Source: an optimization exercise on an open RTL-to-GDS flow (aim: a short achievable clock period). Production flows keep margins and buffers that such runs may drop.
At most, simulation tests tie the RTL to the original design; equivalence was not proved.
No activity file was given, so power comes from the tool's default toggle rates.

==> flow/design.v <==
package bp_pkg;
   typedef enum logic [1:0] {
      STRONG_NT = 2'b00,
      WEAK_NT   = 2'b01,
      WEAK_T    = 2'b10,
      STRONG_T  = 2'b11
   } counter_t;
   localparam logic [31:0] STAT_MAX = 32'hFFFF_FFFF;
   function automatic counter_t sat_next(counter_t c, logic taken);
      counter_t n;
      n = c;
      case (c)
         bp_pkg::STRONG_NT: n = taken ? bp_pkg::WEAK_NT  : bp_pkg::STRONG_NT;
         bp_pkg::WEAK_NT:   n = taken ? bp_pkg::WEAK_T   : bp_pkg::STRONG_NT;
         bp_pkg::WEAK_T:    n = taken ? bp_pkg::STRONG_T : bp_pkg::WEAK_NT;
         bp_pkg::STRONG_T:  n = taken ? bp_pkg::STRONG_T : bp_pkg::WEAK_T;
         default:   n = bp_pkg::STRONG_NT;
      endcase
      sat_next = n;
   endfunction
endpackage
module bp_xnor2 (input logic a, b, output logic y);
   assign y = ~(a ^ b);
endmodule
module bp_nand4 (input logic a, b, c, d, output logic y);
   assign y = ~(a & b & c & d);
endmodule
module bp_nand3 (input logic a, b, c, output logic y);
   assign y = ~(a & b & c);
endmodule
module bp_nor4 (input logic a, b, c, d, output logic y);
   assign y = ~(a | b | c | d);
endmodule
module bp_nor3 (input logic a, b, c, output logic y);
   assign y = ~(a | b | c);
endmodule
module bp_a22oi (input logic a1, a2, b1, b2, output logic y);
   assign y = ~((a1 & a2) | (b1 & b2));
endmodule
module bp_or2 (input logic a, b, output logic y);
   assign y = a | b;
endmodule
module bp_o21a (input logic a1, a2, b, output logic y);
   assign y = (a1 | a2) & b;
endmodule
module bp_dec2 (input logic [1:0] a, output logic [3:0] y);
   assign y[0] = ~a[1] & ~a[0];
   assign y[1] = ~a[1] &  a[0];
   assign y[2] =  a[1] & ~a[0];
   assign y[3] =  a[1] &  a[0];
endmodule
module bp_and2 (input logic a, b, output logic y);
   assign y = a & b;
endmodule
module bp_xor2 (input logic a, b, output logic y);
   assign y = a ^ b;
endmodule
module br_predictor_btb
#(
   parameter  int ENTRIES = 16,
   parameter  int HIST_W  = 4,
   localparam int IDX_W   = $clog2(ENTRIES)
) (
   input  logic              CLK,
   input  logic              nRST,
   input  logic [31:0]       lookup_pc,
   output logic              hit,
   output logic              predict,
   output logic [31:0]       pred_target,
   output logic [HIST_W-1:0] pred_hist,
   input  logic              pc_en,
   input  logic              upd_valid,
   input  logic [31:0]       upd_pc,
   input  logic              upd_taken,
   input  logic [31:0]       upd_target,
   input  logic              upd_pred,
   input  logic [HIST_W-1:0] upd_hist,
   output logic [31:0]       br_count,
   output logic [31:0]       mispred_count
);
   localparam int TAG_W = 32 - IDX_W - 2;    
   localparam int NGRP  = (TAG_W + 2 + 3) / 4;   
   logic [ENTRIES-1:0] valid;
   logic [TAG_W-1:0]   tags    [ENTRIES];
   logic [TAG_W-1:0]   tags_ln [ENTRIES];   
   logic [31:0]        targets [ENTRIES];
   logic [1:0]         ctr     [ENTRIES];
   logic [IDX_W-1:0]   l_idx, u_idx;
   logic [TAG_W-1:0]   l_tag, u_tag;
   logic               upd;
   assign l_idx = lookup_pc[IDX_W+1:2];
   assign l_tag = lookup_pc[31:IDX_W+2];
   assign u_idx = upd_pc[IDX_W+1:2];
   assign u_tag = upd_pc[31:IDX_W+2];
   assign upd = upd_valid & pc_en;
   logic [3:0]         l_dlo, l_dhi;
   logic [ENTRIES-1:0] l_vd;
   logic [ENTRIES-1:0] l_a, l_b;   
   bp_dec2 u_dlo (.a(l_idx[1:0]), .y(l_dlo));
   bp_dec2 u_dhi (.a(l_idx[3:2]), .y(l_dhi));
   for (genvar i = 0; i < ENTRIES; i++) begin : g_lk
      logic [4*NGRP-1:0] e;       
      logic [NGRP-1:0]   n;
      for (genvar k = 0; k < TAG_W; k++) begin : g_x
         bp_xor2 u_x (.a(l_tag[k]), .b(tags_ln[i][k]), .y(e[k]));
      end
      bp_and2 u_vd (.a(valid[i]), .b(l_dlo[i%4]), .y(l_vd[i]));
      assign e[TAG_W]   = l_vd[i];
      assign e[TAG_W+1] = l_dhi[i/4];
      for (genvar g = 0; g < NGRP; g++) begin : g_n
         bp_nand4 u_n (.a(e[4*g]), .b(e[4*g+1]), .c(e[4*g+2]), .d(e[4*g+3]), .y(n[g]));
      end
      bp_nor4 u_a (.a(n[0]), .b(n[1]), .c(n[2]), .d(n[3]), .y(l_a[i]));
      bp_nor3 u_b (.a(n[4]), .b(n[5]), .c(n[6]), .y(l_b[i]));
   end
   localparam int NCOPY = 4;
   logic [NCOPY-1:0] h0, h1;
   for (genvar c = 0; c < NCOPY; c++) begin : g_cp
      logic [ENTRIES/2-1:0] pair_n;   
      for (genvar p = 0; p < ENTRIES/2; p++) begin : g_pr
         bp_a22oi u_p (.a1(l_a[2*p]), .a2(l_b[2*p]), .b1(l_a[2*p+1]), .b2(l_b[2*p+1]),
                       .y(pair_n[p]));
      end
      bp_nand4 u_h0 (.a(pair_n[0]), .b(pair_n[1]), .c(pair_n[2]), .d(pair_n[3]), .y(h0[c]));
      bp_nand4 u_h1 (.a(pair_n[4]), .b(pair_n[5]), .c(pair_n[6]), .d(pair_n[7]), .y(h1[c]));
   end
   logic [31:0] l_tgt;
   logic [1:0]  l_ctr;
   assign l_tgt = targets[l_idx];
   assign l_ctr = ctr[l_idx];
   bp_or2  u_hitg (.a(h0[0]), .b(h1[0]), .y(hit));
   bp_o21a u_pred (.a1(h0[NCOPY-1]), .a2(h1[NCOPY-1]), .b(l_ctr[1]), .y(predict));
   for (genvar b = 0; b < 32; b++) begin : g_tg
      bp_o21a u_t (.a1(h0[b/(32/NCOPY)]), .a2(h1[b/(32/NCOPY)]), .b(l_tgt[b]), .y(pred_target[b]));
   end
   assign pred_hist = '0;
   logic [ENTRIES-1:0] u_sel, u_hit, u_alloc, u_tgt_we;
   always_comb begin
      for (int i = 0; i < ENTRIES; i++) begin
         u_sel[i]    = upd && (u_idx == IDX_W'(i));
         u_hit[i]    = valid[i] && (tags[i] == u_tag);
         u_alloc[i]  = u_sel[i] & ~u_hit[i];
         u_tgt_we[i] = u_sel[i] & (~u_hit[i] | upd_taken);
      end
   end
   always_ff @(posedge CLK or negedge nRST) begin
      if (!nRST) valid <= '0;
      else       valid <= valid | u_alloc;
   end
   always_ff @(posedge CLK) begin
      for (int i = 0; i < ENTRIES; i++) begin
         if (u_alloc[i])  tags[i]    <= u_tag;
         if (u_alloc[i])  tags_ln[i] <= ~u_tag;
         if (u_tgt_we[i]) targets[i] <= upd_target;
         if (u_sel[i]) begin
            if (!u_hit[i]) ctr[i] <= upd_taken ? bp_pkg::WEAK_T : bp_pkg::WEAK_NT;
            else           ctr[i] <= bp_pkg::sat_next(bp_pkg::counter_t'(ctr[i]), upd_taken);
         end
      end
   end
   logic unused_bits;
   assign unused_bits = ^{lookup_pc[1:0], upd_pc[1:0], upd_hist};
   always_ff @(posedge CLK or negedge nRST) begin
      if (!nRST) begin
         br_count      <= '0;
         mispred_count <= '0;
      end else if (upd) begin
         if (br_count != bp_pkg::STAT_MAX) br_count <= br_count + 32'd1;
         if ((upd_pred != upd_taken) && (mispred_count != bp_pkg::STAT_MAX))
            mispred_count <= mispred_count + 32'd1;
      end
   end
endmodule
==> flow/config.mk <==
export PLATFORM = sky130hd
export DESIGN_NAME = br_predictor_btb
export DESIGN_NICKNAME = br_predictor_btb
export VERILOG_FILES = /design/flow/design.v
export SDC_FILE = /design/flow/constraint.sdc
export NUM_CORES = 4
export LEC_CHECK = 0
export CAP_MARGIN = 20
export CORE_MARGIN = 2
export CORE_UTILIZATION = 40
export SETUP_SLACK_MARGIN = 3.5
export SLEW_MARGIN = 20
export SYNTH_HIERARCHICAL = 1
export TNS_END_PERCENT = 10
==> flow/constraint.sdc <==
create_clock -name core_clock -period 7.0 [get_ports {CLK}]
set_input_delay 1.4000 -clock core_clock [delete_from_list [all_inputs] [get_ports {CLK}]]
set_output_delay 1.4000 -clock core_clock [all_outputs]
set_load 0.01 [all_outputs]
standard.sh (not shown) runs the stock make flow with config.mk's settings and CLKGATE_MAP_FILE= SYNTH_SCRIPT=/design/flow/synth_recipe.tcl, a recipe that flattens the netlist after the stock synthesis.
==> flow/flow/run.sh <==
#!/bin/bash
# The standard layout, with the lookup's pins grouped on one stretch of the
# top edge (flow/io.tcl, read by ORFS's floorplan step through IO_CONSTRAINTS)
# and timing-driven global placement weighting its critical nets harder.
set -euo pipefail
cd "$(dirname "$0")/.."
bash standard.sh "IO_CONSTRAINTS=$PWD/flow/io.tcl" \
  "GLOBAL_PLACEMENT_ARGS=-timing_driven_net_weight_max 8 -timing_driven_nets_percentage 15" \
  finish > standard.log 2>&1
Other scripts of this flow, unchanged in this note and not shown: flow/flow/io.tcl
Then changed:
--- a/flow/design.v
+++ b/flow/design.v
@@ -49,15 +49,12 @@
    assign y[2] =  a[1] & ~a[0];
    assign y[3] =  a[1] &  a[0];
 endmodule
 module bp_and2 (input logic a, b, output logic y);
    assign y = a & b;
 endmodule
-module bp_xor2 (input logic a, b, output logic y);
-   assign y = a ^ b;
-endmodule
 module br_predictor_btb
 #(
    parameter  int ENTRIES = 16,
    parameter  int HIST_W  = 4,
    localparam int IDX_W   = $clog2(ENTRIES)
 ) (
@@ -79,13 +76,12 @@
    output logic [31:0]       mispred_count
 );
    localparam int TAG_W = 32 - IDX_W - 2;    
    localparam int NGRP  = (TAG_W + 2 + 3) / 4;   
    logic [ENTRIES-1:0] valid;
    logic [TAG_W-1:0]   tags    [ENTRIES];
-   logic [TAG_W-1:0]   tags_ln [ENTRIES];   
    logic [31:0]        targets [ENTRIES];
    logic [1:0]         ctr     [ENTRIES];
    logic [IDX_W-1:0]   l_idx, u_idx;
    logic [TAG_W-1:0]   l_tag, u_tag;
    logic               upd;
    assign l_idx = lookup_pc[IDX_W+1:2];
@@ -99,13 +95,13 @@
    bp_dec2 u_dlo (.a(l_idx[1:0]), .y(l_dlo));
    bp_dec2 u_dhi (.a(l_idx[3:2]), .y(l_dhi));
    for (genvar i = 0; i < ENTRIES; i++) begin : g_lk
       logic [4*NGRP-1:0] e;       
       logic [NGRP-1:0]   n;
       for (genvar k = 0; k < TAG_W; k++) begin : g_x
-         bp_xor2 u_x (.a(l_tag[k]), .b(tags_ln[i][k]), .y(e[k]));
+         bp_xnor2 u_x (.a(l_tag[k]), .b(tags[i][k]), .y(e[k]));
       end
       bp_and2 u_vd (.a(valid[i]), .b(l_dlo[i%4]), .y(l_vd[i]));
       assign e[TAG_W]   = l_vd[i];
       assign e[TAG_W+1] = l_dhi[i/4];
       for (genvar g = 0; g < NGRP; g++) begin : g_n
          bp_nand4 u_n (.a(e[4*g]), .b(e[4*g+1]), .c(e[4*g+2]), .d(e[4*g+3]), .y(n[g]));
@@ -147,13 +143,12 @@
       if (!nRST) valid <= '0;
       else       valid <= valid | u_alloc;
    end
    always_ff @(posedge CLK) begin
       for (int i = 0; i < ENTRIES; i++) begin
          if (u_alloc[i])  tags[i]    <= u_tag;
-         if (u_alloc[i])  tags_ln[i] <= ~u_tag;
          if (u_tgt_we[i]) targets[i] <= upd_target;
          if (u_sel[i]) begin
             if (!u_hit[i]) ctr[i] <= upd_taken ? bp_pkg::WEAK_T : bp_pkg::WEAK_NT;
             else           ctr[i] <= bp_pkg::sat_next(bp_pkg::counter_t'(ctr[i]), upd_taken);
          end
       end
After rerunning: The new run completed with no timing, DRC or antenna violations; routed wire length went down by a few percent; sequential power falls by a quarter to a third; core utilization grows by 0.93 points; count of clock-buffer cells in the layout shrinks by 54; synthesized area falls by about a fifth; setup slack improved by 100 ps; cell count fell by about a fifth; critical path depth stays the same; fmax rises by a few percent; cell area fell by about a fifth.
For the first run of this note, only the layout was checked, not whether the RTL still works.

* * *

## red
Starts from the design.v that is shown in full above.
==> flow/config.mk <==
export PLATFORM = sky130hd
export DESIGN_NAME = br_predictor_btb
export DESIGN_NICKNAME = br_predictor_btb
export VERILOG_FILES = /design/flow/design.v
export SDC_FILE = /design/flow/constraint.sdc
export NUM_CORES = 4
export LEC_CHECK = 0
export CAP_MARGIN = 20
export CORE_MARGIN = 2
export CORE_UTILIZATION = 40
export SETUP_SLACK_MARGIN = 3.5
export SLEW_MARGIN = 20
export SYNTH_HIERARCHICAL = 1
export TNS_END_PERCENT = 10
==> flow/constraint.sdc <==
create_clock -name core_clock -period 7.0 [get_ports {CLK}]
set_input_delay 1.4000 -clock core_clock [delete_from_list [all_inputs] [get_ports {CLK}]]
set_output_delay 1.4000 -clock core_clock [all_outputs]
set_load 0.01 [all_outputs]
==> flow/flow/run.sh <==
#!/bin/bash
# The standard layout, with the lookup's pins grouped on one stretch of the
# top edge (flow/io.tcl, read by ORFS's floorplan step through IO_CONSTRAINTS).
set -euo pipefail
cd "$(dirname "$0")/.."
bash standard.sh "IO_CONSTRAINTS=$PWD/flow/io.tcl" finish > standard.log 2>&1
==> flow/flow/io.tcl <==
# Put the data pins on the top edge: the lookup's inputs and outputs together
# in the middle, the update's PC and controls to the left, its target to the
# right, so the tag and target storage gathers near the lookup pins.
set_io_pin_constraint -region top:115-235 -pin_names {lookup_pc[2] lookup_pc[3] lookup_pc[4] lookup_pc[5] lookup_pc[6] lookup_pc[7] lookup_pc[8] lookup_pc[9] lookup_pc[10] lookup_pc[11] lookup_pc[12] lookup_pc[13] lookup_pc[14] lookup_pc[15] lookup_pc[16] lookup_pc[17] lookup_pc[18] lookup_pc[19] lookup_pc[20] lookup_pc[21] lookup_pc[22] lookup_pc[23] lookup_pc[24] lookup_pc[25] lookup_pc[26] lookup_pc[27] lookup_pc[28] lookup_pc[29] lookup_pc[30] lookup_pc[31] pred_target[0] pred_target[1] pred_target[2] pred_target[3] pred_target[4] pred_target[5] pred_target[6] pred_target[7] pred_target[8] pred_target[9] pred_target[10] pred_target[11] pred_target[12] pred_target[13] pred_target[14] pred_target[15] pred_target[16] pred_target[17] pred_target[18] pred_target[19] pred_target[20] pred_target[21] pred_target[22] pred_target[23] pred_target[24] pred_target[25] pred_target[26] pred_target[27] pred_target[28] pred_target[29] pred_target[30] pred_target[31] hit predict}
set_io_pin_constraint -region top:20-110 -pin_names {upd_pc[2] upd_pc[3] upd_pc[4] upd_pc[5] upd_pc[6] upd_pc[7] upd_pc[8] upd_pc[9] upd_pc[10] upd_pc[11] upd_pc[12] upd_pc[13] upd_pc[14] upd_pc[15] upd_pc[16] upd_pc[17] upd_pc[18] upd_pc[19] upd_pc[20] upd_pc[21] upd_pc[22] upd_pc[23] upd_pc[24] upd_pc[25] upd_pc[26] upd_pc[27] upd_pc[28] upd_pc[29] upd_pc[30] upd_pc[31] upd_valid pc_en upd_taken upd_pred}
set_io_pin_constraint -region top:240-330 -pin_names {upd_target[0] upd_target[1] upd_target[2] upd_target[3] upd_target[4] upd_target[5] upd_target[6] upd_target[7] upd_target[8] upd_target[9] upd_target[10] upd_target[11] upd_target[12] upd_target[13] upd_target[14] upd_target[15] upd_target[16] upd_target[17] upd_target[18] upd_target[19] upd_target[20] upd_target[21] upd_target[22] upd_target[23] upd_target[24] upd_target[25] upd_target[26] upd_target[27] upd_target[28] upd_target[29] upd_target[30] upd_target[31]}
Relative to red, the following input files were edited for blue:
--- a/flow/design.v
+++ b/flow/design.v
@@ -50,13 +50,10 @@
    assign y[3] =  a[1] &  a[0];
 endmodule
 module bp_and2 (input logic a, b, output logic y);
    assign y = a & b;
 endmodule
-module bp_xor2 (input logic a, b, output logic y);
-   assign y = a ^ b;
-endmodule
 module br_predictor_btb
 #(
    parameter  int ENTRIES = 16,
    parameter  int HIST_W  = 4,
    localparam int IDX_W   = $clog2(ENTRIES)
@@ -80,11 +77,10 @@
 );
    localparam int TAG_W = 32 - IDX_W - 2;    
    localparam int NGRP  = (TAG_W + 2 + 3) / 4;   
    logic [ENTRIES-1:0] valid;
    logic [TAG_W-1:0]   tags    [ENTRIES];
-   logic [TAG_W-1:0]   tags_ln [ENTRIES];   
    logic [31:0]        targets [ENTRIES];
    logic [1:0]         ctr     [ENTRIES];
    logic [IDX_W-1:0]   l_idx, u_idx;
    logic [TAG_W-1:0]   l_tag, u_tag;
    logic               upd;
@@ -100,11 +96,11 @@
    bp_dec2 u_dhi (.a(l_idx[3:2]), .y(l_dhi));
    for (genvar i = 0; i < ENTRIES; i++) begin : g_lk
       logic [4*NGRP-1:0] e;       
       logic [NGRP-1:0]   n;
       for (genvar k = 0; k < TAG_W; k++) begin : g_x
-         bp_xor2 u_x (.a(l_tag[k]), .b(tags_ln[i][k]), .y(e[k]));
+         bp_xnor2 u_x (.a(l_tag[k]), .b(tags[i][k]), .y(e[k]));
       end
       bp_and2 u_vd (.a(valid[i]), .b(l_dlo[i%4]), .y(l_vd[i]));
       assign e[TAG_W]   = l_vd[i];
       assign e[TAG_W+1] = l_dhi[i/4];
       for (genvar g = 0; g < NGRP; g++) begin : g_n
@@ -148,11 +144,10 @@
       else       valid <= valid | u_alloc;
    end
    always_ff @(posedge CLK) begin
       for (int i = 0; i < ENTRIES; i++) begin
          if (u_alloc[i])  tags[i]    <= u_tag;
-         if (u_alloc[i])  tags_ln[i] <= ~u_tag;
          if (u_tgt_we[i]) targets[i] <= upd_target;
          if (u_sel[i]) begin
             if (!u_hit[i]) ctr[i] <= upd_taken ? bp_pkg::WEAK_T : bp_pkg::WEAK_NT;
             else           ctr[i] <= bp_pkg::sat_next(bp_pkg::counter_t'(ctr[i]), upd_taken);
          end
## What came out
- Summary of the comparison: total power after layout is lower in blue, relative to red.
- Measured against each other, blue and red differ in share of final-layout standard cells stronger than drive strength 1, the lower figure coming from red.
- Switching portion of total power: blue vs red up 1.2 points
- Number of flops mapped to enable cells by yosys: blue vs red down 416
- met4 as the uppermost layer routed was reported by blue, and met5 by red.
- For the part of the total power dissipated in sequential elements, blue came in 3.6 points lower than red did.
- Leakage component of the power for blue: 21% down relative to red
- Fraction of power consumed by the clock network up 1.1 points in blue wrt red
- Measured against red, the worst vdd rail ir drop of blue comes out at 0.888 times the reference value.
- In the flow results for blue and red, the total power divided by cell area is larger on red.
- Changes observed in blue relative to red: number of filler cells placed in the layout went down, share of async-settable or async-resettable flops after synthesis saw an increase.
- From red to blue the numbers moved as follows: number of standard cells after synthesis has decreased, final hold slack shows no meaningful change, first-iteration DRC count grew by 3.6%.
Only the layout flow was run in red; the RTL was not checked for function there.

-- what the ideal ports hide --
The flow's constraints put no driver on any port. The routed layouts listed below were extracted and timed again, unchanged, in two steps.
Step 1, drivers: a clkbuf_16 drives CLK and a buf_2 each remaining input, both assumed.
Step 2, shift: input delay + t, output delay - t, t = (earliest + latest rising clock arrival at the registers) / 2. This alone moves slack from input paths to output paths.
Slacks: no drivers / after step 1 / after step 2; pairs: no drivers / after step 1.
run | t (ns) | setup WS [ns] | clock arrival spread, ns | cell pins on the clock port's net
the first run of note 1 | 0.873 | 2.089 / 1.853 / 1.853 | 0.048 / 0.048 | 1
the second run of note 1 | 0.778 | 2.193 / 1.988 / 1.988 | 0.077 / 0.077 | 1
red | 0.853 | 2.138 / 1.852 / 1.852 | 0.036 / 0.036 | 1
blue | 0.805 | 2.099 / 1.914 / 1.914 | 0.043 / 0.043 | 1
After both steps every run listed still meets setup and hold. For red, which loses most, drivers alone change the setup slack by -0.286 ns; drivers and shift together by -0.286 ns.
